From an optimization exercise on the open Yosys and OpenROAD flow, aimed at small area, a short achievable clock period and few clock cycles; shortcuts taken in it are not production practice.
The RTL was checked by simulation tests, not by an equivalence proof against the original design.
Power and IR drop assume default switching activity.

[flow/run.sh]
#!/bin/bash
# synth_recipe.tcl (not shown) runs the flow's synth.tcl, then flattens the netlist and writes it again
# the make line also repeats each setting of config.mk as NAME=value (left out here)
make -C /OpenROAD-flow-scripts/flow DESIGN_CONFIG=/design/flow/config.mk WORK_HOME=/design/flow/orfs CLKGATE_MAP_FILE= SYNTH_SCRIPT=/design/flow/synth_recipe.tcl finish
[flow/config.mk]
export PLATFORM = sky130hd
export DESIGN_NAME = ppu_quire_acc
export DESIGN_NICKNAME = ppu_quire_acc
export VERILOG_FILES = /design/flow/design.v
export SDC_FILE = /design/flow/constraint.sdc
export NUM_CORES = 4
export LEC_CHECK = 0
export CAP_MARGIN = 20
export CORE_MARGIN = 2
export CORE_UTILIZATION = 50
export PLACE_DENSITY = 0.6
export SLEW_MARGIN = 20
[flow/constraint.sdc]
create_clock -name core_clock -period 12.0 [get_ports {clk_i}]
set_input_delay 2.4000 -clock core_clock [delete_from_list [all_inputs] [get_ports {clk_i}]]
set_output_delay 2.4000 -clock core_clock [all_outputs]
set_load 0.01 [all_outputs]
[flow/design.v]
package ppu_pkg;
   localparam int N              = 16;
   localparam int ES             = 1;
   localparam int MS             = N - 2;
   localparam int TE_BITS        = $clog2(N) + ES + 2;
   localparam int FRAC_FULL_SIZE = 3 * N - 8;
   localparam int QW             = 16 * N;
   localparam int QF             = QW / 2;
endpackage
module pfx_add #(
   parameter int W = 32
) (
   input  logic [W-1:0] a,
   input  logic [W-1:0] b,
   input  logic         cin,
   output logic [W-1:0] s,
   output logic         co
);
   localparam int LV = $clog2(W);
   logic [W-1:0] g [LV+1];
   logic [W-1:0] p [LV+1];
   logic [W-1:0] hp;
   assign hp   = a ^ b;
   assign g[0] = (a & b) | {{(W-1){1'b0}}, hp[0] & cin};
   assign p[0] = hp;
   for (genvar l = 0; l < LV; l++) begin : g_lv
      for (genvar i = 0; i < W; i++) begin : g_bit
         if (((i >> l) & 1) == 1) begin : g_op
            localparam int J = ((i >> l) << l) - 1;
            assign g[l+1][i] = g[l][i] | (p[l][i] & g[l][J]);
            assign p[l+1][i] = p[l][i] & p[l][J];
         end else begin : g_pass
            assign g[l+1][i] = g[l][i];
            assign p[l+1][i] = p[l][i];
         end
      end
   end
   assign s  = hp ^ {g[LV][W-2:0], cin};
   assign co = g[LV][W-1];
endmodule
module quire_mul14 (
   input  logic [13:0] a,
   input  logic [13:0] b,
   output logic [27:0] p
);
   logic t1, t2, t3, t4, t5, t6, t7, t8, t9, t10, t11, t12, t13, t14, t15, t16, t17, t18, t19, t20, t21, t22, t23, t24, t25, t26, t27, t28, t29, t30, t31, t32, t33, t34, t35, t36, t37, t38, t39, t40, t41, t42, t43, t44, t45, t46, t47, t48, t49, t50, t51, t52, t53, t54, t55, t56, t57, t58, t59, t60, t61, t62, t63, t64, t65, t66, t67, t68, t69, t70, t71, t72, t73, t74, t75, t76, t77, t78, t79, t80, t81, t82, t83, t84, t85, t86, t87, t88, t89, t90, t91, t92, t93, t94, t95, t96, t97, t98, t99, t100, t101, t102, t103, t104, t105, t106, t107, t108, t109, t110, t111, t112, t113, t114, t115, t116, t117, t118, t119, t120, t121, t122, t123, t124, t125, t126, t127, t128, t129, t130, t131, t132, t133, t134, t135, t136, t137, t138, t139, t140, t141, t142, t143, t144, t145, t146, t147, t148, t149, t150, t151, t152, t153, t154, t155, t156, t157, t158, t159, t160, t161, t162, t163, t164, t165, t166, t167, t168, t169, t170, t171, t172, t173, t174, t175, t176, t177, t178, t179, t180, t181, t182, t183, t184, t185, t186, t187, t188, t189, t190, t191, t192, t193, t194, t195, t196, t197, t198, t199, t200, t201, t202, t203, t204, t205, t206, t207, t208, t209, t210, t211, t212, t213, t214, t215, t216, t217, t218, t219, t220, t221, t222, t223, t224, t225, t226, t227, t228, t229, t230, t231, t232, t233, t234, t235, t236, t237, t238, t239, t240, t241, t242, t243, t244, t245, t246, t247, t248, t249, t250, t251, t252, t253, t254, t255, t256, t257, t258, t259, t260, t261, t262, t263, t264, t265, t266, t267, t268, t269, t270, t271, t272, t273, t274, t275, t276, t277, t278, t279, t280, t281, t282, t283, t284, t285, t286, t287, t288, t289, t290, t291, t292, t293, t294, t295, t296, t297, t298, t299, t300, t301, t302, t303, t304, t305, t306, t307, t308, t309, t310, t311, t312;
   logic [27:0] ra, rb;
   logic           co_unused;
   assign t1 = (a[0] & b[13]) ^ (a[1] & b[12]);
   assign t2 = (a[0] & b[13]) & (a[1] & b[12]);
   assign t3 = (a[1] & b[13]) ^ (a[2] & b[12]);
   assign t4 = (a[1] & b[13]) & (a[2] & b[12]);
   assign t5 = (a[0] & b[9]) ^ (a[1] & b[8]);
   assign t6 = (a[0] & b[9]) & (a[1] & b[8]);
   assign t7 = (a[0] & b[10]) ^ (a[1] & b[9]) ^ (a[2] & b[8]);
   assign t8 = ((a[0] & b[10]) & (a[1] & b[9])) | ((a[0] & b[10]) & (a[2] & b[8])) | ((a[1] & b[9]) & (a[2] & b[8]));
   assign t9 = (a[3] & b[7]) ^ (a[4] & b[6]);
   assign t10 = (a[3] & b[7]) & (a[4] & b[6]);
   assign t11 = (a[0] & b[11]) ^ (a[1] & b[10]) ^ (a[2] & b[9]);
   assign t12 = ((a[0] & b[11]) & (a[1] & b[10])) | ((a[0] & b[11]) & (a[2] & b[9])) | ((a[1] & b[10]) & (a[2] & b[9]));
   assign t13 = (a[3] & b[8]) ^ (a[4] & b[7]) ^ (a[5] & b[6]);
   assign t14 = ((a[3] & b[8]) & (a[4] & b[7])) | ((a[3] & b[8]) & (a[5] & b[6])) | ((a[4] & b[7]) & (a[5] & b[6]));
   assign t15 = (a[6] & b[5]) ^ (a[7] & b[4]);
   assign t16 = (a[6] & b[5]) & (a[7] & b[4]);
   assign t17 = (a[0] & b[12]) ^ (a[1] & b[11]) ^ (a[2] & b[10]);
   assign t18 = ((a[0] & b[12]) & (a[1] & b[11])) | ((a[0] & b[12]) & (a[2] & b[10])) | ((a[1] & b[11]) & (a[2] & b[10]));
   assign t19 = (a[3] & b[9]) ^ (a[4] & b[8]) ^ (a[5] & b[7]);
   assign t20 = ((a[3] & b[9]) & (a[4] & b[8])) | ((a[3] & b[9]) & (a[5] & b[7])) | ((a[4] & b[8]) & (a[5] & b[7]));
   assign t21 = (a[6] & b[6]) ^ (a[7] & b[5]) ^ (a[8] & b[4]);
   assign t22 = ((a[6] & b[6]) & (a[7] & b[5])) | ((a[6] & b[6]) & (a[8] & b[4])) | ((a[7] & b[5]) & (a[8] & b[4]));
   assign t23 = (a[9] & b[3]) ^ (a[10] & b[2]);
   assign t24 = (a[9] & b[3]) & (a[10] & b[2]);
   assign t25 = (a[2] & b[11]) ^ (a[3] & b[10]) ^ (a[4] & b[9]);
   assign t26 = ((a[2] & b[11]) & (a[3] & b[10])) | ((a[2] & b[11]) & (a[4] & b[9])) | ((a[3] & b[10]) & (a[4] & b[9]));
   assign t27 = (a[5] & b[8]) ^ (a[6] & b[7]) ^ (a[7] & b[6]);
   assign t28 = ((a[5] & b[8]) & (a[6] & b[7])) | ((a[5] & b[8]) & (a[7] & b[6])) | ((a[6] & b[7]) & (a[7] & b[6]));
   assign t29 = (a[8] & b[5]) ^ (a[9] & b[4]) ^ (a[10] & b[3]);
   assign t30 = ((a[8] & b[5]) & (a[9] & b[4])) | ((a[8] & b[5]) & (a[10] & b[3])) | ((a[9] & b[4]) & (a[10] & b[3]));
   assign t31 = (a[11] & b[2]) ^ (a[12] & b[1]) ^ (a[13] & b[0]);
   assign t32 = ((a[11] & b[2]) & (a[12] & b[1])) | ((a[11] & b[2]) & (a[13] & b[0])) | ((a[12] & b[1]) & (a[13] & b[0]));
   assign t33 = (a[3] & b[11]) ^ (a[4] & b[10]) ^ (a[5] & b[9]);
   assign t34 = ((a[3] & b[11]) & (a[4] & b[10])) | ((a[3] & b[11]) & (a[5] & b[9])) | ((a[4] & b[10]) & (a[5] & b[9]));
   assign t35 = (a[6] & b[8]) ^ (a[7] & b[7]) ^ (a[8] & b[6]);
   assign t36 = ((a[6] & b[8]) & (a[7] & b[7])) | ((a[6] & b[8]) & (a[8] & b[6])) | ((a[7] & b[7]) & (a[8] & b[6]));
   assign t37 = (a[9] & b[5]) ^ (a[10] & b[4]) ^ (a[11] & b[3]);
   assign t38 = ((a[9] & b[5]) & (a[10] & b[4])) | ((a[9] & b[5]) & (a[11] & b[3])) | ((a[10] & b[4]) & (a[11] & b[3]));
   assign t39 = (a[12] & b[2]) ^ (a[13] & b[1]) ^ (t2);
   assign t40 = ((a[12] & b[2]) & (a[13] & b[1])) | ((a[12] & b[2]) & (t2)) | ((a[13] & b[1]) & (t2));
   assign t41 = (a[2] & b[13]) ^ (a[3] & b[12]) ^ (a[4] & b[11]);
   assign t42 = ((a[2] & b[13]) & (a[3] & b[12])) | ((a[2] & b[13]) & (a[4] & b[11])) | ((a[3] & b[12]) & (a[4] & b[11]));
   assign t43 = (a[5] & b[10]) ^ (a[6] & b[9]) ^ (a[7] & b[8]);
   assign t44 = ((a[5] & b[10]) & (a[6] & b[9])) | ((a[5] & b[10]) & (a[7] & b[8])) | ((a[6] & b[9]) & (a[7] & b[8]));
   assign t45 = (a[8] & b[7]) ^ (a[9] & b[6]) ^ (a[10] & b[5]);
   assign t46 = ((a[8] & b[7]) & (a[9] & b[6])) | ((a[8] & b[7]) & (a[10] & b[5])) | ((a[9] & b[6]) & (a[10] & b[5]));
   assign t47 = (a[11] & b[4]) ^ (a[12] & b[3]) ^ (a[13] & b[2]);
   assign t48 = ((a[11] & b[4]) & (a[12] & b[3])) | ((a[11] & b[4]) & (a[13] & b[2])) | ((a[12] & b[3]) & (a[13] & b[2]));
   assign t49 = (a[3] & b[13]) ^ (a[4] & b[12]) ^ (a[5] & b[11]);
   assign t50 = ((a[3] & b[13]) & (a[4] & b[12])) | ((a[3] & b[13]) & (a[5] & b[11])) | ((a[4] & b[12]) & (a[5] & b[11]));
   assign t51 = (a[6] & b[10]) ^ (a[7] & b[9]) ^ (a[8] & b[8]);
   assign t52 = ((a[6] & b[10]) & (a[7] & b[9])) | ((a[6] & b[10]) & (a[8] & b[8])) | ((a[7] & b[9]) & (a[8] & b[8]));
   assign t53 = (a[9] & b[7]) ^ (a[10] & b[6]) ^ (a[11] & b[5]);
   assign t54 = ((a[9] & b[7]) & (a[10] & b[6])) | ((a[9] & b[7]) & (a[11] & b[5])) | ((a[10] & b[6]) & (a[11] & b[5]));
   assign t55 = (a[4] & b[13]) ^ (a[5] & b[12]) ^ (a[6] & b[11]);
   assign t56 = ((a[4] & b[13]) & (a[5] & b[12])) | ((a[4] & b[13]) & (a[6] & b[11])) | ((a[5] & b[12]) & (a[6] & b[11]));
   assign t57 = (a[7] & b[10]) ^ (a[8] & b[9]) ^ (a[9] & b[8]);
   assign t58 = ((a[7] & b[10]) & (a[8] & b[9])) | ((a[7] & b[10]) & (a[9] & b[8])) | ((a[8] & b[9]) & (a[9] & b[8]));
   assign t59 = (a[5] & b[13]) ^ (a[6] & b[12]) ^ (a[7] & b[11]);
   assign t60 = ((a[5] & b[13]) & (a[6] & b[12])) | ((a[5] & b[13]) & (a[7] & b[11])) | ((a[6] & b[12]) & (a[7] & b[11]));
   assign t61 = (a[0] & b[6]) ^ (a[1] & b[5]);
   assign t62 = (a[0] & b[6]) & (a[1] & b[5]);
   assign t63 = (a[0] & b[7]) ^ (a[1] & b[6]) ^ (a[2] & b[5]);
   assign t64 = ((a[0] & b[7]) & (a[1] & b[6])) | ((a[0] & b[7]) & (a[2] & b[5])) | ((a[1] & b[6]) & (a[2] & b[5]));
   assign t65 = (a[3] & b[4]) ^ (a[4] & b[3]);
   assign t66 = (a[3] & b[4]) & (a[4] & b[3]);
   assign t67 = (a[0] & b[8]) ^ (a[1] & b[7]) ^ (a[2] & b[6]);
   assign t68 = ((a[0] & b[8]) & (a[1] & b[7])) | ((a[0] & b[8]) & (a[2] & b[6])) | ((a[1] & b[7]) & (a[2] & b[6]));
   assign t69 = (a[3] & b[5]) ^ (a[4] & b[4]) ^ (a[5] & b[3]);
   assign t70 = ((a[3] & b[5]) & (a[4] & b[4])) | ((a[3] & b[5]) & (a[5] & b[3])) | ((a[4] & b[4]) & (a[5] & b[3]));
   assign t71 = (a[6] & b[2]) ^ (a[7] & b[1]);
   assign t72 = (a[6] & b[2]) & (a[7] & b[1]);
   assign t73 = (a[2] & b[7]) ^ (a[3] & b[6]) ^ (a[4] & b[5]);
   assign t74 = ((a[2] & b[7]) & (a[3] & b[6])) | ((a[2] & b[7]) & (a[4] & b[5])) | ((a[3] & b[6]) & (a[4] & b[5]));
   assign t75 = (a[5] & b[4]) ^ (a[6] & b[3]) ^ (a[7] & b[2]);
   assign t76 = ((a[5] & b[4]) & (a[6] & b[3])) | ((a[5] & b[4]) & (a[7] & b[2])) | ((a[6] & b[3]) & (a[7] & b[2]));
   assign t77 = (a[8] & b[1]) ^ (a[9] & b[0]) ^ (t5);
   assign t78 = ((a[8] & b[1]) & (a[9] & b[0])) | ((a[8] & b[1]) & (t5)) | ((a[9] & b[0]) & (t5));
   assign t79 = (a[5] & b[5]) ^ (a[6] & b[4]) ^ (a[7] & b[3]);
   assign t80 = ((a[5] & b[5]) & (a[6] & b[4])) | ((a[5] & b[5]) & (a[7] & b[3])) | ((a[6] & b[4]) & (a[7] & b[3]));
   assign t81 = (a[8] & b[2]) ^ (a[9] & b[1]) ^ (a[10] & b[0]);
   assign t82 = ((a[8] & b[2]) & (a[9] & b[1])) | ((a[8] & b[2]) & (a[10] & b[0])) | ((a[9] & b[1]) & (a[10] & b[0]));
   assign t83 = (t6) ^ (t7) ^ (t9);
   assign t84 = ((t6) & (t7)) | ((t6) & (t9)) | ((t7) & (t9));
   assign t85 = (a[8] & b[3]) ^ (a[9] & b[2]) ^ (a[10] & b[1]);
   assign t86 = ((a[8] & b[3]) & (a[9] & b[2])) | ((a[8] & b[3]) & (a[10] & b[1])) | ((a[9] & b[2]) & (a[10] & b[1]));
   assign t87 = (a[11] & b[0]) ^ (t8) ^ (t10);
   assign t88 = ((a[11] & b[0]) & (t8)) | ((a[11] & b[0]) & (t10)) | ((t8) & (t10));
   assign t89 = (t11) ^ (t13) ^ (t15);
   assign t90 = ((t11) & (t13)) | ((t11) & (t15)) | ((t13) & (t15));
   assign t91 = (a[11] & b[1]) ^ (a[12] & b[0]) ^ (t12);
   assign t92 = ((a[11] & b[1]) & (a[12] & b[0])) | ((a[11] & b[1]) & (t12)) | ((a[12] & b[0]) & (t12));
   assign t93 = (t14) ^ (t16) ^ (t17);
   assign t94 = ((t14) & (t16)) | ((t14) & (t17)) | ((t16) & (t17));
   assign t95 = (t19) ^ (t21) ^ (t23);
   assign t96 = ((t19) & (t21)) | ((t19) & (t23)) | ((t21) & (t23));
   assign t97 = (t1) ^ (t18) ^ (t20);
   assign t98 = ((t1) & (t18)) | ((t1) & (t20)) | ((t18) & (t20));
   assign t99 = (t22) ^ (t24) ^ (t25);
   assign t100 = ((t22) & (t24)) | ((t22) & (t25)) | ((t24) & (t25));
   assign t101 = (t27) ^ (t29) ^ (t31);
   assign t102 = ((t27) & (t29)) | ((t27) & (t31)) | ((t29) & (t31));
   assign t103 = (t3) ^ (t26) ^ (t28);
   assign t104 = ((t3) & (t26)) | ((t3) & (t28)) | ((t26) & (t28));
   assign t105 = (t30) ^ (t32) ^ (t33);
   assign t106 = ((t30) & (t32)) | ((t30) & (t33)) | ((t32) & (t33));
   assign t107 = (t35) ^ (t37) ^ (t39);
   assign t108 = ((t35) & (t37)) | ((t35) & (t39)) | ((t37) & (t39));
   assign t109 = (t4) ^ (t34) ^ (t36);
   assign t110 = ((t4) & (t34)) | ((t4) & (t36)) | ((t34) & (t36));
   assign t111 = (t38) ^ (t40) ^ (t41);
   assign t112 = ((t38) & (t40)) | ((t38) & (t41)) | ((t40) & (t41));
   assign t113 = (t43) ^ (t45) ^ (t47);
   assign t114 = ((t43) & (t45)) | ((t43) & (t47)) | ((t45) & (t47));
   assign t115 = (a[12] & b[4]) ^ (a[13] & b[3]) ^ (t42);
   assign t116 = ((a[12] & b[4]) & (a[13] & b[3])) | ((a[12] & b[4]) & (t42)) | ((a[13] & b[3]) & (t42));
   assign t117 = (t44) ^ (t46) ^ (t48);
   assign t118 = ((t44) & (t46)) | ((t44) & (t48)) | ((t46) & (t48));
   assign t119 = (t49) ^ (t51) ^ (t53);
   assign t120 = ((t49) & (t51)) | ((t49) & (t53)) | ((t51) & (t53));
   assign t121 = (a[10] & b[7]) ^ (a[11] & b[6]) ^ (a[12] & b[5]);
   assign t122 = ((a[10] & b[7]) & (a[11] & b[6])) | ((a[10] & b[7]) & (a[12] & b[5])) | ((a[11] & b[6]) & (a[12] & b[5]));
   assign t123 = (a[13] & b[4]) ^ (t50) ^ (t52);
   assign t124 = ((a[13] & b[4]) & (t50)) | ((a[13] & b[4]) & (t52)) | ((t50) & (t52));
   assign t125 = (t54) ^ (t55) ^ (t57);
   assign t126 = ((t54) & (t55)) | ((t54) & (t57)) | ((t55) & (t57));
   assign t127 = (a[8] & b[10]) ^ (a[9] & b[9]) ^ (a[10] & b[8]);
   assign t128 = ((a[8] & b[10]) & (a[9] & b[9])) | ((a[8] & b[10]) & (a[10] & b[8])) | ((a[9] & b[9]) & (a[10] & b[8]));
   assign t129 = (a[11] & b[7]) ^ (a[12] & b[6]) ^ (a[13] & b[5]);
   assign t130 = ((a[11] & b[7]) & (a[12] & b[6])) | ((a[11] & b[7]) & (a[13] & b[5])) | ((a[12] & b[6]) & (a[13] & b[5]));
   assign t131 = (t56) ^ (t58) ^ (t59);
   assign t132 = ((t56) & (t58)) | ((t56) & (t59)) | ((t58) & (t59));
   assign t133 = (a[6] & b[13]) ^ (a[7] & b[12]) ^ (a[8] & b[11]);
   assign t134 = ((a[6] & b[13]) & (a[7] & b[12])) | ((a[6] & b[13]) & (a[8] & b[11])) | ((a[7] & b[12]) & (a[8] & b[11]));
   assign t135 = (a[9] & b[10]) ^ (a[10] & b[9]) ^ (a[11] & b[8]);
   assign t136 = ((a[9] & b[10]) & (a[10] & b[9])) | ((a[9] & b[10]) & (a[11] & b[8])) | ((a[10] & b[9]) & (a[11] & b[8]));
   assign t137 = (a[12] & b[7]) ^ (a[13] & b[6]) ^ (t60);
   assign t138 = ((a[12] & b[7]) & (a[13] & b[6])) | ((a[12] & b[7]) & (t60)) | ((a[13] & b[6]) & (t60));
   assign t139 = (a[7] & b[13]) ^ (a[8] & b[12]) ^ (a[9] & b[11]);
   assign t140 = ((a[7] & b[13]) & (a[8] & b[12])) | ((a[7] & b[13]) & (a[9] & b[11])) | ((a[8] & b[12]) & (a[9] & b[11]));
   assign t141 = (a[10] & b[10]) ^ (a[11] & b[9]) ^ (a[12] & b[8]);
   assign t142 = ((a[10] & b[10]) & (a[11] & b[9])) | ((a[10] & b[10]) & (a[12] & b[8])) | ((a[11] & b[9]) & (a[12] & b[8]));
   assign t143 = (a[8] & b[13]) ^ (a[9] & b[12]) ^ (a[10] & b[11]);
   assign t144 = ((a[8] & b[13]) & (a[9] & b[12])) | ((a[8] & b[13]) & (a[10] & b[11])) | ((a[9] & b[12]) & (a[10] & b[11]));
   assign t145 = (a[0] & b[4]) ^ (a[1] & b[3]);
   assign t146 = (a[0] & b[4]) & (a[1] & b[3]);
   assign t147 = (a[0] & b[5]) ^ (a[1] & b[4]) ^ (a[2] & b[3]);
   assign t148 = ((a[0] & b[5]) & (a[1] & b[4])) | ((a[0] & b[5]) & (a[2] & b[3])) | ((a[1] & b[4]) & (a[2] & b[3]));
   assign t149 = (a[3] & b[2]) ^ (a[4] & b[1]);
   assign t150 = (a[3] & b[2]) & (a[4] & b[1]);
   assign t151 = (a[2] & b[4]) ^ (a[3] & b[3]) ^ (a[4] & b[2]);
   assign t152 = ((a[2] & b[4]) & (a[3] & b[3])) | ((a[2] & b[4]) & (a[4] & b[2])) | ((a[3] & b[3]) & (a[4] & b[2]));
   assign t153 = (a[5] & b[1]) ^ (a[6] & b[0]) ^ (t61);
   assign t154 = ((a[5] & b[1]) & (a[6] & b[0])) | ((a[5] & b[1]) & (t61)) | ((a[6] & b[0]) & (t61));
   assign t155 = (a[5] & b[2]) ^ (a[6] & b[1]) ^ (a[7] & b[0]);
   assign t156 = ((a[5] & b[2]) & (a[6] & b[1])) | ((a[5] & b[2]) & (a[7] & b[0])) | ((a[6] & b[1]) & (a[7] & b[0]));
   assign t157 = (t62) ^ (t63) ^ (t65);
   assign t158 = ((t62) & (t63)) | ((t62) & (t65)) | ((t63) & (t65));
   assign t159 = (a[8] & b[0]) ^ (t64) ^ (t66);
   assign t160 = ((a[8] & b[0]) & (t64)) | ((a[8] & b[0]) & (t66)) | ((t64) & (t66));
   assign t161 = (t67) ^ (t69) ^ (t71);
   assign t162 = ((t67) & (t69)) | ((t67) & (t71)) | ((t69) & (t71));
   assign t163 = (t68) ^ (t70) ^ (t72);
   assign t164 = ((t68) & (t70)) | ((t68) & (t72)) | ((t70) & (t72));
   assign t165 = (t73) ^ (t75) ^ (t77);
   assign t166 = ((t73) & (t75)) | ((t73) & (t77)) | ((t75) & (t77));
   assign t167 = (t74) ^ (t76) ^ (t78);
   assign t168 = ((t74) & (t76)) | ((t74) & (t78)) | ((t76) & (t78));
   assign t169 = (t79) ^ (t81) ^ (t83);
   assign t170 = ((t79) & (t81)) | ((t79) & (t83)) | ((t81) & (t83));
   assign t171 = (t80) ^ (t82) ^ (t84);
   assign t172 = ((t80) & (t82)) | ((t80) & (t84)) | ((t82) & (t84));
   assign t173 = (t85) ^ (t87) ^ (t89);
   assign t174 = ((t85) & (t87)) | ((t85) & (t89)) | ((t87) & (t89));
   assign t175 = (t86) ^ (t88) ^ (t90);
   assign t176 = ((t86) & (t88)) | ((t86) & (t90)) | ((t88) & (t90));
   assign t177 = (t91) ^ (t93) ^ (t95);
   assign t178 = ((t91) & (t93)) | ((t91) & (t95)) | ((t93) & (t95));
   assign t179 = (t92) ^ (t94) ^ (t96);
   assign t180 = ((t92) & (t94)) | ((t92) & (t96)) | ((t94) & (t96));
   assign t181 = (t97) ^ (t99) ^ (t101);
   assign t182 = ((t97) & (t99)) | ((t97) & (t101)) | ((t99) & (t101));
   assign t183 = (t98) ^ (t100) ^ (t102);
   assign t184 = ((t98) & (t100)) | ((t98) & (t102)) | ((t100) & (t102));
   assign t185 = (t103) ^ (t105) ^ (t107);
   assign t186 = ((t103) & (t105)) | ((t103) & (t107)) | ((t105) & (t107));
   assign t187 = (t104) ^ (t106) ^ (t108);
   assign t188 = ((t104) & (t106)) | ((t104) & (t108)) | ((t106) & (t108));
   assign t189 = (t109) ^ (t111) ^ (t113);
   assign t190 = ((t109) & (t111)) | ((t109) & (t113)) | ((t111) & (t113));
   assign t191 = (t110) ^ (t112) ^ (t114);
   assign t192 = ((t110) & (t112)) | ((t110) & (t114)) | ((t112) & (t114));
   assign t193 = (t115) ^ (t117) ^ (t119);
   assign t194 = ((t115) & (t117)) | ((t115) & (t119)) | ((t117) & (t119));
   assign t195 = (t116) ^ (t118) ^ (t120);
   assign t196 = ((t116) & (t118)) | ((t116) & (t120)) | ((t118) & (t120));
   assign t197 = (t121) ^ (t123) ^ (t125);
   assign t198 = ((t121) & (t123)) | ((t121) & (t125)) | ((t123) & (t125));
   assign t199 = (t122) ^ (t124) ^ (t126);
   assign t200 = ((t122) & (t124)) | ((t122) & (t126)) | ((t124) & (t126));
   assign t201 = (t127) ^ (t129) ^ (t131);
   assign t202 = ((t127) & (t129)) | ((t127) & (t131)) | ((t129) & (t131));
   assign t203 = (t128) ^ (t130) ^ (t132);
   assign t204 = ((t128) & (t130)) | ((t128) & (t132)) | ((t130) & (t132));
   assign t205 = (t133) ^ (t135) ^ (t137);
   assign t206 = ((t133) & (t135)) | ((t133) & (t137)) | ((t135) & (t137));
   assign t207 = (a[13] & b[7]) ^ (t134) ^ (t136);
   assign t208 = ((a[13] & b[7]) & (t134)) | ((a[13] & b[7]) & (t136)) | ((t134) & (t136));
   assign t209 = (t138) ^ (t139) ^ (t141);
   assign t210 = ((t138) & (t139)) | ((t138) & (t141)) | ((t139) & (t141));
   assign t211 = (a[11] & b[10]) ^ (a[12] & b[9]) ^ (a[13] & b[8]);
   assign t212 = ((a[11] & b[10]) & (a[12] & b[9])) | ((a[11] & b[10]) & (a[13] & b[8])) | ((a[12] & b[9]) & (a[13] & b[8]));
   assign t213 = (t140) ^ (t142) ^ (t143);
   assign t214 = ((t140) & (t142)) | ((t140) & (t143)) | ((t142) & (t143));
   assign t215 = (a[9] & b[13]) ^ (a[10] & b[12]) ^ (a[11] & b[11]);
   assign t216 = ((a[9] & b[13]) & (a[10] & b[12])) | ((a[9] & b[13]) & (a[11] & b[11])) | ((a[10] & b[12]) & (a[11] & b[11]));
   assign t217 = (a[12] & b[10]) ^ (a[13] & b[9]) ^ (t144);
   assign t218 = ((a[12] & b[10]) & (a[13] & b[9])) | ((a[12] & b[10]) & (t144)) | ((a[13] & b[9]) & (t144));
   assign t219 = (a[10] & b[13]) ^ (a[11] & b[12]) ^ (a[12] & b[11]);
   assign t220 = ((a[10] & b[13]) & (a[11] & b[12])) | ((a[10] & b[13]) & (a[12] & b[11])) | ((a[11] & b[12]) & (a[12] & b[11]));
   assign t221 = (a[0] & b[3]) ^ (a[1] & b[2]);
   assign t222 = (a[0] & b[3]) & (a[1] & b[2]);
   assign t223 = (a[2] & b[2]) ^ (a[3] & b[1]) ^ (a[4] & b[0]);
   assign t224 = ((a[2] & b[2]) & (a[3] & b[1])) | ((a[2] & b[2]) & (a[4] & b[0])) | ((a[3] & b[1]) & (a[4] & b[0]));
   assign t225 = (a[5] & b[0]) ^ (t146) ^ (t147);
   assign t226 = ((a[5] & b[0]) & (t146)) | ((a[5] & b[0]) & (t147)) | ((t146) & (t147));
   assign t227 = (t148) ^ (t150) ^ (t151);
   assign t228 = ((t148) & (t150)) | ((t148) & (t151)) | ((t150) & (t151));
   assign t229 = (t152) ^ (t154) ^ (t155);
   assign t230 = ((t152) & (t154)) | ((t152) & (t155)) | ((t154) & (t155));
   assign t231 = (t156) ^ (t158) ^ (t159);
   assign t232 = ((t156) & (t158)) | ((t156) & (t159)) | ((t158) & (t159));
   assign t233 = (t160) ^ (t162) ^ (t163);
   assign t234 = ((t160) & (t162)) | ((t160) & (t163)) | ((t162) & (t163));
   assign t235 = (t164) ^ (t166) ^ (t167);
   assign t236 = ((t164) & (t166)) | ((t164) & (t167)) | ((t166) & (t167));
   assign t237 = (t168) ^ (t170) ^ (t171);
   assign t238 = ((t168) & (t170)) | ((t168) & (t171)) | ((t170) & (t171));
   assign t239 = (t172) ^ (t174) ^ (t175);
   assign t240 = ((t172) & (t174)) | ((t172) & (t175)) | ((t174) & (t175));
   assign t241 = (t176) ^ (t178) ^ (t179);
   assign t242 = ((t176) & (t178)) | ((t176) & (t179)) | ((t178) & (t179));
   assign t243 = (t180) ^ (t182) ^ (t183);
   assign t244 = ((t180) & (t182)) | ((t180) & (t183)) | ((t182) & (t183));
   assign t245 = (t184) ^ (t186) ^ (t187);
   assign t246 = ((t184) & (t186)) | ((t184) & (t187)) | ((t186) & (t187));
   assign t247 = (t188) ^ (t190) ^ (t191);
   assign t248 = ((t188) & (t190)) | ((t188) & (t191)) | ((t190) & (t191));
   assign t249 = (t192) ^ (t194) ^ (t195);
   assign t250 = ((t192) & (t194)) | ((t192) & (t195)) | ((t194) & (t195));
   assign t251 = (t196) ^ (t198) ^ (t199);
   assign t252 = ((t196) & (t198)) | ((t196) & (t199)) | ((t198) & (t199));
   assign t253 = (t200) ^ (t202) ^ (t203);
   assign t254 = ((t200) & (t202)) | ((t200) & (t203)) | ((t202) & (t203));
   assign t255 = (t204) ^ (t206) ^ (t207);
   assign t256 = ((t204) & (t206)) | ((t204) & (t207)) | ((t206) & (t207));
   assign t257 = (t208) ^ (t210) ^ (t211);
   assign t258 = ((t208) & (t210)) | ((t208) & (t211)) | ((t210) & (t211));
   assign t259 = (t212) ^ (t214) ^ (t215);
   assign t260 = ((t212) & (t214)) | ((t212) & (t215)) | ((t214) & (t215));
   assign t261 = (a[13] & b[10]) ^ (t216) ^ (t218);
   assign t262 = ((a[13] & b[10]) & (t216)) | ((a[13] & b[10]) & (t218)) | ((t216) & (t218));
   assign t263 = (a[11] & b[13]) ^ (a[12] & b[12]) ^ (a[13] & b[11]);
   assign t264 = ((a[11] & b[13]) & (a[12] & b[12])) | ((a[11] & b[13]) & (a[13] & b[11])) | ((a[12] & b[12]) & (a[13] & b[11]));
   assign t265 = (a[0] & b[2]) ^ (a[1] & b[1]);
   assign t266 = (a[0] & b[2]) & (a[1] & b[1]);
   assign t267 = (a[2] & b[1]) ^ (a[3] & b[0]) ^ (t221);
   assign t268 = ((a[2] & b[1]) & (a[3] & b[0])) | ((a[2] & b[1]) & (t221)) | ((a[3] & b[0]) & (t221));
   assign t269 = (t145) ^ (t222) ^ (t223);
   assign t270 = ((t145) & (t222)) | ((t145) & (t223)) | ((t222) & (t223));
   assign t271 = (t149) ^ (t224) ^ (t225);
   assign t272 = ((t149) & (t224)) | ((t149) & (t225)) | ((t224) & (t225));
   assign t273 = (t153) ^ (t226) ^ (t227);
   assign t274 = ((t153) & (t226)) | ((t153) & (t227)) | ((t226) & (t227));
   assign t275 = (t157) ^ (t228) ^ (t229);
   assign t276 = ((t157) & (t228)) | ((t157) & (t229)) | ((t228) & (t229));
   assign t277 = (t161) ^ (t230) ^ (t231);
   assign t278 = ((t161) & (t230)) | ((t161) & (t231)) | ((t230) & (t231));
   assign t279 = (t165) ^ (t232) ^ (t233);
   assign t280 = ((t165) & (t232)) | ((t165) & (t233)) | ((t232) & (t233));
   assign t281 = (t169) ^ (t234) ^ (t235);
   assign t282 = ((t169) & (t234)) | ((t169) & (t235)) | ((t234) & (t235));
   assign t283 = (t173) ^ (t236) ^ (t237);
   assign t284 = ((t173) & (t236)) | ((t173) & (t237)) | ((t236) & (t237));
   assign t285 = (t177) ^ (t238) ^ (t239);
   assign t286 = ((t177) & (t238)) | ((t177) & (t239)) | ((t238) & (t239));
   assign t287 = (t181) ^ (t240) ^ (t241);
   assign t288 = ((t181) & (t240)) | ((t181) & (t241)) | ((t240) & (t241));
   assign t289 = (t185) ^ (t242) ^ (t243);
   assign t290 = ((t185) & (t242)) | ((t185) & (t243)) | ((t242) & (t243));
   assign t291 = (t189) ^ (t244) ^ (t245);
   assign t292 = ((t189) & (t244)) | ((t189) & (t245)) | ((t244) & (t245));
   assign t293 = (t193) ^ (t246) ^ (t247);
   assign t294 = ((t193) & (t246)) | ((t193) & (t247)) | ((t246) & (t247));
   assign t295 = (t197) ^ (t248) ^ (t249);
   assign t296 = ((t197) & (t248)) | ((t197) & (t249)) | ((t248) & (t249));
   assign t297 = (t201) ^ (t250) ^ (t251);
   assign t298 = ((t201) & (t250)) | ((t201) & (t251)) | ((t250) & (t251));
   assign t299 = (t205) ^ (t252) ^ (t253);
   assign t300 = ((t205) & (t252)) | ((t205) & (t253)) | ((t252) & (t253));
   assign t301 = (t209) ^ (t254) ^ (t255);
   assign t302 = ((t209) & (t254)) | ((t209) & (t255)) | ((t254) & (t255));
   assign t303 = (t213) ^ (t256) ^ (t257);
   assign t304 = ((t213) & (t256)) | ((t213) & (t257)) | ((t256) & (t257));
   assign t305 = (t217) ^ (t258) ^ (t259);
   assign t306 = ((t217) & (t258)) | ((t217) & (t259)) | ((t258) & (t259));
   assign t307 = (t219) ^ (t260) ^ (t261);
   assign t308 = ((t219) & (t260)) | ((t219) & (t261)) | ((t260) & (t261));
   assign t309 = (t220) ^ (t262) ^ (t263);
   assign t310 = ((t220) & (t262)) | ((t220) & (t263)) | ((t262) & (t263));
   assign t311 = (a[12] & b[13]) ^ (a[13] & b[12]) ^ (t264);
   assign t312 = ((a[12] & b[13]) & (a[13] & b[12])) | ((a[12] & b[13]) & (t264)) | ((a[13] & b[12]) & (t264));
   assign ra = {1'b0, a[13] & b[13], t310, t308, t306, t304, t302, t300, t298, t296, t294, t292, t290, t288, t286, t284, t282, t280, t278, t276, t274, t272, t270, t268, t266, a[2] & b[0], a[0] & b[1], a[0] & b[0]};
   assign rb = {1'b0, t312, t311, t309, t307, t305, t303, t301, t299, t297, t295, t293, t291, t289, t287, t285, t283, t281, t279, t277, t275, t273, t271, t269, t267, t265, a[1] & b[0], 1'b0};
   pfx_add #(.W(28)) u_add (.a(ra), .b(rb), .cin(1'b0), .s(p), .co(co_unused));
endmodule
module quire_norm_lead (
   input  logic [255:0] quire,
   output logic [71:0]  win,      
   output logic [7:0]   lz,       
   output logic         stk,      
   output logic         sgn
);
   localparam int ZW = 295;
   logic          s;
   logic [ZW-1:0] z;
   logic [7:0]    grp;
   logic [2:0]    m;
   logic [167:0]  c7;
   logic [103:0]  c6;
   logic [71:0]   c5;
   logic [2:0]    drop;
   logic [31:0]   top;
   logic [4:0]    lzl;
   always_comb begin
      s = quire[255];
      z = {quire[254:0], 40'b0};
      for (int k = 0; k < 8; k++)
         grp[k] = s ? ~&z[ZW-1-32*k -: 32] : |z[ZW-1-32*k -: 32];
      m[2] = ~|grp[3:0];
      m[1] = m[2] ? ~|grp[5:4] : ~|grp[1:0];
      m[0] = m[2] ? (m[1] ? ~grp[6] : ~grp[4]) : (m[1] ? ~grp[2] : ~grp[0]);
      c7      = m[2] ? {z[ZW-129 -: 167], 1'b0} : z[ZW-1 -: 168];
      drop[2] = m[2] ? 1'b0 : |z[ZW-169:0];
      c6      = m[1] ? c7[103:0] : c7[167 -: 104];
      drop[1] = m[1] ? 1'b0 : |c7[63:0];
      c5      = m[0] ? c6[71:0] : c6[103 -: 72];
      drop[0] = m[0] ? 1'b0 : |c6[31:0];
      win = c5 ^ {72{s}};
      top = win[71:40];
      lzl = 5'd31;
      for (int i = 0; i < 32; i++)
         if (top[i]) lzl = 5'(31 - i);
      lz  = {m, lzl};
      stk = |drop;
      sgn = s;
   end
endmodule
module quire_norm_out (
   input  logic [71:0] win,
   input  logic [7:0]  lz,
   input  logic        stk,
   input  logic        sgn,
   input  logic        sticky,
   output logic [48:0] meta,
   output logic        zero
);
   logic [55:0]       c4;
   logic [47:0]       c3;
   logic [43:0]       c2;
   logic [41:0]       c1;
   logic [40:0]       c0;
   logic [4:0]        drop;
   logic              s, lownz, cy, ovf;
   logic [39:0]       frac;
   logic signed [9:0] te_w;
   always_comb begin
      s = sgn;
      c4      = lz[4] ? win[55:0] : win[71 -: 56];
      drop[4] = lz[4] ? 1'b0 : |(win[15:0] ^ {16{s}});
      c3      = lz[3] ? c4[47:0] : c4[55 -: 48];
      drop[3] = lz[3] ? 1'b0 : |(c4[7:0] ^ {8{s}});
      c2      = lz[2] ? c3[43:0] : c3[47 -: 44];
      drop[2] = lz[2] ? 1'b0 : |(c3[3:0] ^ {4{s}});
      c1      = lz[1] ? c2[41:0] : c2[43 -: 42];
      drop[1] = lz[1] ? 1'b0 : |(c2[1:0] ^ {2{s}});
      c0      = lz[0] ? c1[40:0] : c1[41 -: 41];
      drop[0] = lz[0] ? 1'b0 : (c1[0] ^ s);
      lownz = stk | (|drop);
      cy    = s & ~lownz;
      {ovf, frac} = {1'b0, c0[39:0]} + {40'b0, cy};
      te_w  = 10'sd126 - $signed({2'b00, lz}) + $signed({9'b0, ovf});
      meta = '0;
      zero = 1'b0;
      if (~s & ~c0[40]) begin
         zero = ~sticky;
         if (sticky) begin
            meta[47:41] = 7'h40;
            meta[0]     = 1'b1;
         end
      end else begin
         meta[48]   = s;
         meta[40:1] = frac;
         meta[0]    = lownz | sticky;
         if (te_w > 10'sd63) begin
            meta[47:41] = 7'h3F;
            meta[0]     = 1'b1;
         end else if (te_w < -10'sd64) begin
            meta[47:41] = 7'h40;
            meta[0]     = 1'b1;
         end else begin
            meta[47:41] = te_w[6:0];
         end
      end
   end
endmodule
module ppu_quire_acc (
   input  logic        clk_i,
   input  logic        rst_i,
   input  logic        in_valid_i,
   output logic        in_ready_o,
   input  logic [21:0] in_a_i,
   input  logic [21:0] in_b_i,
   input  logic        in_a_special_i,
   input  logic        in_b_special_i,
   input  logic        in_last_i,
   output logic        out_valid_o,
   input  logic        out_ready_i,
   output logic [48:0] out_meta_o,
   output logic        out_nar_o,
   output logic        out_zero_o
);
   localparam int W  = 32;
   localparam int NC = 8;
   typedef enum logic [1:0] {IDLE, ACC, RES, NRM} st_e;
   logic fire, last_fire;
   assign fire      = in_valid_i & in_ready_o;
   assign last_fire = fire & in_last_i;
   logic              r0_valid;
   logic [13:0]       r0_ma, r0_mb;
   logic signed [8:0] r0_k;
   logic              r0_neg, r0_add, r0_nar, r0_last;
   always_ff @(posedge clk_i or posedge rst_i)
      if (rst_i) r0_valid <= 1'b0;
      else       r0_valid <= fire;
   always_ff @(posedge clk_i) begin
      r0_ma   <= in_a_i[13:0];
      r0_mb   <= in_b_i[13:0];
      r0_k    <= 9'($signed(in_a_i[20:14])) + 9'($signed(in_b_i[20:14])) + 9'sd102;
      r0_neg  <= in_a_i[21] ^ in_b_i[21];
      r0_nar  <= (in_a_special_i & in_a_i[21]) | (in_b_special_i & in_b_i[21]);
      r0_add  <= ~in_a_special_i & ~in_b_special_i;
      r0_last <= in_last_i;
   end
   logic              r1_valid;
   logic [27:0]       r1_p, prod;
   logic signed [8:0] r1_k;
   logic              r1_neg, r1_add, r1_nar, r1_last;
   quire_mul14 u_mul (.a(r0_ma), .b(r0_mb), .p(prod));
   always_ff @(posedge clk_i or posedge rst_i)
      if (rst_i) r1_valid <= 1'b0;
      else       r1_valid <= r0_valid;
   always_ff @(posedge clk_i) begin
      r1_p    <= prod;
      r1_k    <= r0_k;
      r1_neg  <= r0_neg;
      r1_nar  <= r0_nar;
      r1_add  <= r0_add;
      r1_last <= r0_last;
   end
   logic              r2_valid;
   logic [58:0]       r2_win;
   logic [3:0]        r2_c;
   logic              r2_neg, r2_add, r2_drop, r2_nar, r2_last;
   logic [58:0]       sh;
   assign sh = 59'(r1_p) << r1_k[4:0];
   always_ff @(posedge clk_i or posedge rst_i)
      if (rst_i) r2_valid <= 1'b0;
      else       r2_valid <= r1_valid;
   always_ff @(posedge clk_i) begin
      r2_win  <= sh ^ {59{r1_neg}};
      r2_c    <= r1_k[8:5];
      r2_neg  <= r1_neg;
      r2_add  <= r1_valid & r1_add;
      r2_drop <= r1_valid & r1_add & (r1_k[8:5] == 4'hF) & (|sh[31:0]);
      r2_nar  <= r1_valid & r1_nar;
      r2_last <= r1_last;
   end
   st_e           st, st_nx;
   logic [W-1:0]  x  [NC];
   logic [NC-2:0] cr;
   logic          nar_acc, sticky_acc;
   logic          clr, res, norm_fire;
   logic          n1_valid;
   logic [W-1:0]  a   [NC];
   logic          cin [NC];
   logic [W-1:0]  sum [NC];
   logic          co  [NC];
   logic [W-1:0]  xin [NC];
   logic [NC-1:0] crin, allone, gg, pp, sel_lo, sel_hi;
   logic [NC:0]   kk;
   logic [63:0]   wfull;
   assign norm_fire = (st == NRM) & ~out_valid_o & ~n1_valid;
   assign clr       = (st == IDLE) | norm_fire;
   assign res       = (st == RES);
   assign wfull     = {{5{r2_neg}}, r2_win};
   always_comb begin
      for (int i = 0; i < NC; i++) begin
         crin[i]   = (i == 0) ? 1'b0 : cr[i-1];
         xin[i]    = clr ? '0 : x[i];
         sel_lo[i] = r2_add & (r2_c == 4'(i));
         sel_hi[i] = r2_add & (r2_c == 4'(i - 1));
         allone[i] = &x[i][W-1:1];
         gg[i]     = allone[i] & x[i][0] & crin[i];
         pp[i]     = allone[i] & (x[i][0] ^ crin[i]);
      end
      kk[0] = 1'b0;
      for (int i = 0; i < NC; i++) kk[i+1] = gg[i] | (pp[i] & kk[i]);
      for (int i = 0; i < NC; i++) begin
         a[i] = ({W{sel_lo[i]}} & wfull[W-1:0]) |
                ({W{sel_hi[i]}} & wfull[2*W-1:W]) |
                {W{r2_add & r2_neg & ~sel_lo[i] & ~sel_hi[i]}};
         a[i][1] = a[i][1] | (res & crin[i] & kk[i]);
         cin[i]  = (i == 0) ? (r2_add & r2_neg) : (crin[i] ^ (res & kk[i]));
      end
   end
   for (genvar i = 0; i < NC; i++) begin : g_chunk
      pfx_add #(.W(W)) u_add (.a(xin[i]), .b(a[i]), .cin(cin[i]), .s(sum[i]), .co(co[i]));
   end
   always_ff @(posedge clk_i) begin
      for (int i = 0; i < NC; i++) x[i] <= sum[i];
      for (int i = 0; i < NC - 1; i++) cr[i] <= co[i] & ~res;
      nar_acc    <= (nar_acc & ~clr) | (r2_valid & r2_nar);
      sticky_acc <= (sticky_acc & ~clr) | (r2_valid & r2_drop);
   end
   always_comb begin
      st_nx = st;
      case (st)
         IDLE, ACC: if (r2_valid) st_nx = r2_last ? RES : ACC;
         RES:       st_nx = NRM;
         NRM:       if (norm_fire) st_nx = r2_valid ? (r2_last ? RES : ACC) : IDLE;
         default:   st_nx = IDLE;
      endcase
   end
   always_ff @(posedge clk_i or posedge rst_i)
      if (rst_i) st <= IDLE;
      else       st <= st_nx;
   logic [71:0] lead_win, n1_win;
   logic [7:0]  lead_lz, n1_lz;
   logic        lead_stk, lead_sgn, n1_stk, n1_sgn, n1_sticky, n1_nar;
   logic [48:0] norm_meta;
   logic        norm_zero;
   logic [48:0] out_meta_r;
   logic        out_nar_r, out_zero_r;
   quire_norm_lead u_lead (
      .quire ({x[7], x[6], x[5], x[4], x[3], x[2], x[1], x[0]}),
      .win   (lead_win),
      .lz    (lead_lz),
      .stk   (lead_stk),
      .sgn   (lead_sgn)
   );
   always_ff @(posedge clk_i or posedge rst_i)
      if (rst_i) n1_valid <= 1'b0;
      else       n1_valid <= norm_fire;
   always_ff @(posedge clk_i) begin
      n1_win    <= lead_win;
      n1_lz     <= lead_lz;
      n1_stk    <= lead_stk;
      n1_sgn    <= lead_sgn;
      n1_sticky <= sticky_acc;
      n1_nar    <= nar_acc;
   end
   quire_norm_out u_out (
      .win    (n1_win),
      .lz     (n1_lz),
      .stk    (n1_stk),
      .sgn    (n1_sgn),
      .sticky (n1_sticky),
      .meta   (norm_meta),
      .zero   (norm_zero)
   );
   always_ff @(posedge clk_i) begin
      if (n1_valid) begin
         out_meta_r <= n1_nar ? '0 : norm_meta;
         out_nar_r  <= n1_nar;
         out_zero_r <= ~n1_nar & norm_zero;
      end
   end
   logic [1:0] pend, pend_nx;
   logic       out_valid_nx, busy_nx;
   always_comb begin
      pend_nx      = pend + 2'(last_fire) - 2'(norm_fire);
      out_valid_nx = n1_valid | (out_valid_o & ~out_ready_i);
      busy_nx      = out_valid_nx | norm_fire;
   end
   always_ff @(posedge clk_i or posedge rst_i) begin
      if (rst_i) begin
         pend        <= '0;
         out_valid_o <= 1'b0;
         in_ready_o  <= 1'b1;
      end else begin
         pend        <= pend_nx;
         out_valid_o <= out_valid_nx;
         in_ready_o  <= ~last_fire & (pend_nx < 2'd2) & ~((pend_nx != 2'd0) & busy_nx);
      end
   end
   assign out_meta_o = out_meta_r;
   assign out_nar_o  = out_nar_r;
   assign out_zero_o = out_zero_r;
endmodule
==> flow_summary.html <==
<table>
<tr><th>Metric</th><th>Value</th></tr>
<tr><th colspan="2">Status</th></tr>
<tr><td>Status</td><td>finished clean</td></tr>
<tr><th colspan="2">Timing</th></tr>
<tr><td>Final number of setup-violating endpoints</td><td>0</td></tr>
<tr><td>Max-slew violation total from the final report</td><td>0</td></tr>
<tr><td>Fin crit period</td><td>8.175 ns</td></tr>
<tr><td>Maximum clock skew at final layout</td><td>0.02692 ns</td></tr>
<tr><td>Count of endpoints failing hold in the final timing report</td><td>0</td></tr>
<tr><td>Worst slew margin relative to its limit</td><td>0.1601</td></tr>
<tr><td>Total negative slack for setup checks</td><td>0 ns</td></tr>
<tr><td>WHS</td><td>0.3243 ns</td></tr>
<tr><td>RSZ-0062 raised after global routing</td><td>no</td></tr>
<tr><td>Fraction of the cycle the final worst path needs</td><td>0.6813</td></tr>
<tr><td>Tightest Pin Transition</td><td>1.248 ns</td></tr>
<tr><td>Maximum operating frequency</td><td>0.1223 GHz</td></tr>
<tr><td>Slack of the critical path</td><td>3.825 ns</td></tr>
<tr><th colspan="2">Global routing</th></tr>
<tr><td>Wire length of the first global-routing pass</td><td>247200 um</td></tr>
<tr><td>Met1 usage in global routing</td><td>0.4401</td></tr>
<tr><td>Via count of the first global-routing pass</td><td>38650</td></tr>
<tr><td>Antenna violations before repair</td><td>2</td></tr>
<tr><td>GR Util met3</td><td>0.08122</td></tr>
<tr><td>Total overflow reported by the global router</td><td>0</td></tr>
<tr><td>Total global-route track usage</td><td>0.3521</td></tr>
<tr><td>Met2 Track Usage GR</td><td>0.5603</td></tr>
<tr><td>Pin count of the biggest net entering global routing</td><td>120</td></tr>
<tr><td>Layer with the highest usage after global routing</td><td>met2</td></tr>
<tr><th colspan="2">Final layout</th></tr>
<tr><td>Area Overhead vs Synth</td><td>10.11%</td></tr>
<tr><td>Summed area of non-filler cells in the final layout</td><td>49720 um2</td></tr>
<tr><td>Net total in the final layout</td><td>5549</td></tr>
<tr><td>Proportion of layout cells with a drive suffix above 1</td><td>0.08470</td></tr>
<tr><td>Number of fill cells in the layout</td><td>8200</td></tr>
<tr><th colspan="2">Synth</th></tr>
<tr><td>Number of library cell types mapped by synthesis</td><td>96</td></tr>
<tr><td>Cell type contributing the most total cell area after synthesis</td><td>dfxtp_1</td></tr>
<tr><td>Sequential fraction of the synthesis area</td><td>0.2607</td></tr>
<tr><td>Synthesis-stage register bit count</td><td>560</td></tr>
<tr><td>Ys async rst share</td><td>0.01786</td></tr>
<tr><td>Area share of the largest cell type after synthesis</td><td>0.2212</td></tr>
<tr><td>Warnings from Yosys</td><td>19</td></tr>
<tr><td>Post-synth top cells</td><td>dfxtp_1, and2_1, nor2_1</td></tr>
<tr><td>Cell types with the largest area share after synthesis</td><td>dfxtp_1, fa_1, ha_1, and2_1, a221o_1</td></tr>
<tr><td>Average size of a mapped cell</td><td>8.949 um2</td></tr>
<tr><td>Dominant synthesized flop cell</td><td>dfxtp_1</td></tr>
<tr><td>Most numerous cell in the Yosys netlist</td><td>dfxtp_1</td></tr>
<tr><td>Synthesized area</td><td>45150 um2</td></tr>
<tr><td>Number of standard cells after synthesis</td><td>5046</td></tr>
<tr><td>Number of enable flip-flop cells after synthesis</td><td>51</td></tr>
<tr><td>Net Count, Synth</td><td>5592</td></tr>
<tr><th colspan="2">Worst setup path</th></tr>
<tr><td>Endpoint of the worst register-to-register path</td><td>x[7][31]</td></tr>
<tr><td>Worst reg2reg path startpoint</td><td>x[1][29]</td></tr>
<tr><td>Most numerous cell on the critical path</td><td>a21oi_1</td></tr>
<tr><td>Category of the most critical setup path</td><td>reg -&gt; reg</td></tr>
<tr><td>Cell with the biggest individual delay on the critical path</td><td>o41ai_1</td></tr>
<tr><td>Worst stage delay on the critical path</td><td>0.82 ns</td></tr>
<tr><td>Crit path capture</td><td>x[7][31]</td></tr>
<tr><td>Kind of end point of the critical path</td><td>register</td></tr>
<tr><td>Count of cells along the worst register-to-register path</td><td>29</td></tr>
<tr><td>Endpoint required time on the critical path</td><td>12.56 ns</td></tr>
<tr><td>CP startpoint</td><td>x[1][29]</td></tr>
<tr><td>CP arrival</td><td>8.73 ns</td></tr>
<tr><td>Register-to-register setup slack</td><td>3.82 ns</td></tr>
<tr><td>Critical-path maximum fanout</td><td>6</td></tr>
<tr><td>Startpoint kind of the worst setup timing path</td><td>register</td></tr>
<tr><th colspan="2">Route</th></tr>
<tr><td>Starting DRC count in detailed routing</td><td>4231</td></tr>
<tr><td>Total routed wirelength</td><td>165100 um</td></tr>
<tr><td>Pre-antenna DRT Iters</td><td>7</td></tr>
<tr><td>Post-DRT Antenna Nets</td><td>0</td></tr>
<tr><td>Ratio of routed vias to standard cells</td><td>6.339</td></tr>
<tr><td>DR DRC count</td><td>0</td></tr>
<tr><td>Total via count after detailed routing</td><td>39490</td></tr>
<tr><td>Post-detailed-route wirelength per cell</td><td>26.50 um</td></tr>
<tr><th colspan="2">CTS</th></tr>
<tr><td>Post_cts resized</td><td>0</td></tr>
<tr><td>Clock sinks</td><td>560</td></tr>
<tr><td>Cts-stage hold buffer count</td><td>0</td></tr>
<tr><td>Number of CTS-inserted buffers</td><td>68</td></tr>
<tr><td>Maximum root-to-sink buffer count</td><td>3</td></tr>
<tr><td>Clock latency on the worst-skew pair</td><td>0.65 ns</td></tr>
<tr><td>H-Tree Depth</td><td>3</td></tr>
<tr><td>Master cell of the clock root buffer</td><td>clkbuf_16</td></tr>
<tr><td>TritonCTS clock tree</td><td>done</td></tr>
<tr><td>Total setup buffers inserted after CTS</td><td>0</td></tr>
<tr><td>Reg clk slew, reported paths</td><td>0.06 ns</td></tr>
<tr><th colspan="2">Die</th></tr>
<tr><td>X dimension of the die</td><td>304.5 um</td></tr>
<tr><td>Chip height</td><td>304.5 um</td></tr>
<tr><td>Overall die area</td><td>92730 um2</td></tr>
<tr><td>Area of the core</td><td>89740 um2</td></tr>
<tr><td>Count of standard-cell rows</td><td>110</td></tr>
<tr><td>Top-Level Pins</td><td>104</td></tr>
<tr><td>Starting density of the core</td><td>0.5032</td></tr>
<tr><th colspan="2">Placement</th></tr>
<tr><td>Area post-placement</td><td>47300 um2</td></tr>
<tr><td>Detailed-placement wirelength estimate</td><td>128300 um</td></tr>
<tr><td>Routability-driven placement congestion ratio</td><td>1.051</td></tr>
<tr><td>Port Buffer Count</td><td>103</td></tr>
<tr><td>Placement Setup Slack</td><td>4.101 ns</td></tr>
<tr><th colspan="2">Power and ir drop</th></tr>
<tr><td>Post-layout power</td><td>12.52 mW</td></tr>
<tr><td>Peak supply drop</td><td>0.3078 mV</td></tr>
<tr><td>Leakage power</td><td>21.98 nW</td></tr>
<tr><td>Power density over the cells</td><td>251.9 nW/um2</td></tr>
<tr><th colspan="2">Run</th></tr>
<tr><td>Count of max-cap constraint violations</td><td>0</td></tr>
<tr><th colspan="2">Worst hold path</th></tr>
<tr><td>Worst Hold Class</td><td>reg -&gt; reg</td></tr>
</table>
-- final cells by class --
class	instances	area [um2]	area share
multi-input cells	3837	31000	0.6234
flip-flops and latches	560	11780	0.2370
clock buffers	96	2074	0.04173
repair buffers	209	1852	0.03725
well taps	1176	1471	0.02960
inverters	327	1227	0.02469
clock inverters	24	310.3	0.006241
diodes	1	2.502	0.00005033
-- through the flow --
step	utilization	std cells
final	0.5540	6230
after global routing	0.5540	6229
after CTS	0.5536	6227
after detailed placement	0.5271	6107
after global placement	0.5271	6107
after floorplan	-	5046
-- power breakdown --
group / total (mW) / internal [mW] / switching (mW)
clock network: 2.23 / 1.34 / 0.890
registers: 3.44 / 2.55 / 0.882
logic: 6.86 / 2.60 / 4.25
total: 12.5 / 6.50 / 6.03
-- flip-flops by register name, summed over array words and instances, names as in the netlist, 2 cells and up --
| register | cells |
|---|---|
| cr | 7 |
| n1_lz | 8 |
| n1_win | 72 |
| out_meta_r | 49 |
| pend | 2 |
| r0_k | 9 |
| r0_ma | 14 |
| r0_mb | 14 |
| r1_k | 9 |
| r1_p | 28 |
| r2_c | 4 |
| r2_win | 59 |
| st | 2 |
| x | 256 |
-- cell usage in the layout (no fill, tap or decap), types with 78 or more instances in the layout --
master,count
ha_1,299
mux2i_1,157
xor2_1,126
a21o_1,100
clkdlybuf4s50_1,103
and2_1,398
nor2_1,369
fa_1,196
nand4_1,99
inv_1,320
nand2_1,349
o21ai_0,156
buf_4,102
a21oi_1,195
a221o_1,234
nor4_1,91
dfxtp_1,493
xnor2_1,251
nand3_1,78
nor3_1,80
-- cell families after synthesis --
kind of cell,synth area share
and+or+nand+nor,0.1907
AOI/OAI and AO/OA,0.1625
DFF,0.2607
buffers and inverters,0.05606
adders and majority gates,0.1702
xor gates and xnor gates,0.07312
muxes,0.08667
-- worst max-delay path, delay by kind of cell (launching register included) --
kind | cells | cell delay [ns]
adders and majority gates | 3 | 0.83
and+or+nand+nor | 4 | 1.60
DFF | 1 | 0.64
buffers and inverters | 1 | 0.05
AOI/OAI and AO/OA | 19 | 4.67
xor gates and xnor gates | 2 | 0.30
-- layer usage --
metal | up-vias | share of wire
li1 | 17880 | -
met1 | 19250 | 0.40
met2 | 1840 | 0.45
met3 | 527 | 0.086
met4 | 2 | 0.066
met5 | - | 0.000067
-- how the worst min path moves through the flow --
| stage | start | endpoint | cells after the start | slack, ns |
|---|---|---|---|---|
| global route | r0_k[3] | r1_k[3] | 0 | 0.33 |
| CTS | r0_k[8] | r1_k[8] | 0 | 0.33 |
| finish | r0_k[0] | r1_k[0] | 0 | 0.32 |
| floorplan | r0_add | r1_add | 0 | 0.31 |
| global placement | r0_neg | r1_neg | 0 | 0.31 |
| detailed placement | r0_k[8] | r1_k[8] | 0 | 0.31 |
Testbench counts, summed over its fixed seeds: cycles 7,090.

re-timing with driven ports:
The flow's constraints put no driver on any port. The routed layout listed below was extracted and timed again, unchanged, in two steps. Step 1, drivers: a clkbuf_16 drives clk_i and a buf_2 each remaining input, both assumed. Step 2 times the ports against the registers' clock, not the clock port: input delays grow and output delays shrink by t, the midpoint of the rising clock arrivals with the driver on. Slacks: no drivers / after step 1 / after step 2; pairs: no drivers / after step 1.
t, ns: 0.702
slack for setup (ns): 3.825 / 3.825 / 3.825
cell pins on the clock port's net: 1
After both steps setup and hold are still met in this run. For this run, drivers alone change the setup slack by 0.000 ns; drivers and shift together by 0.000 ns.
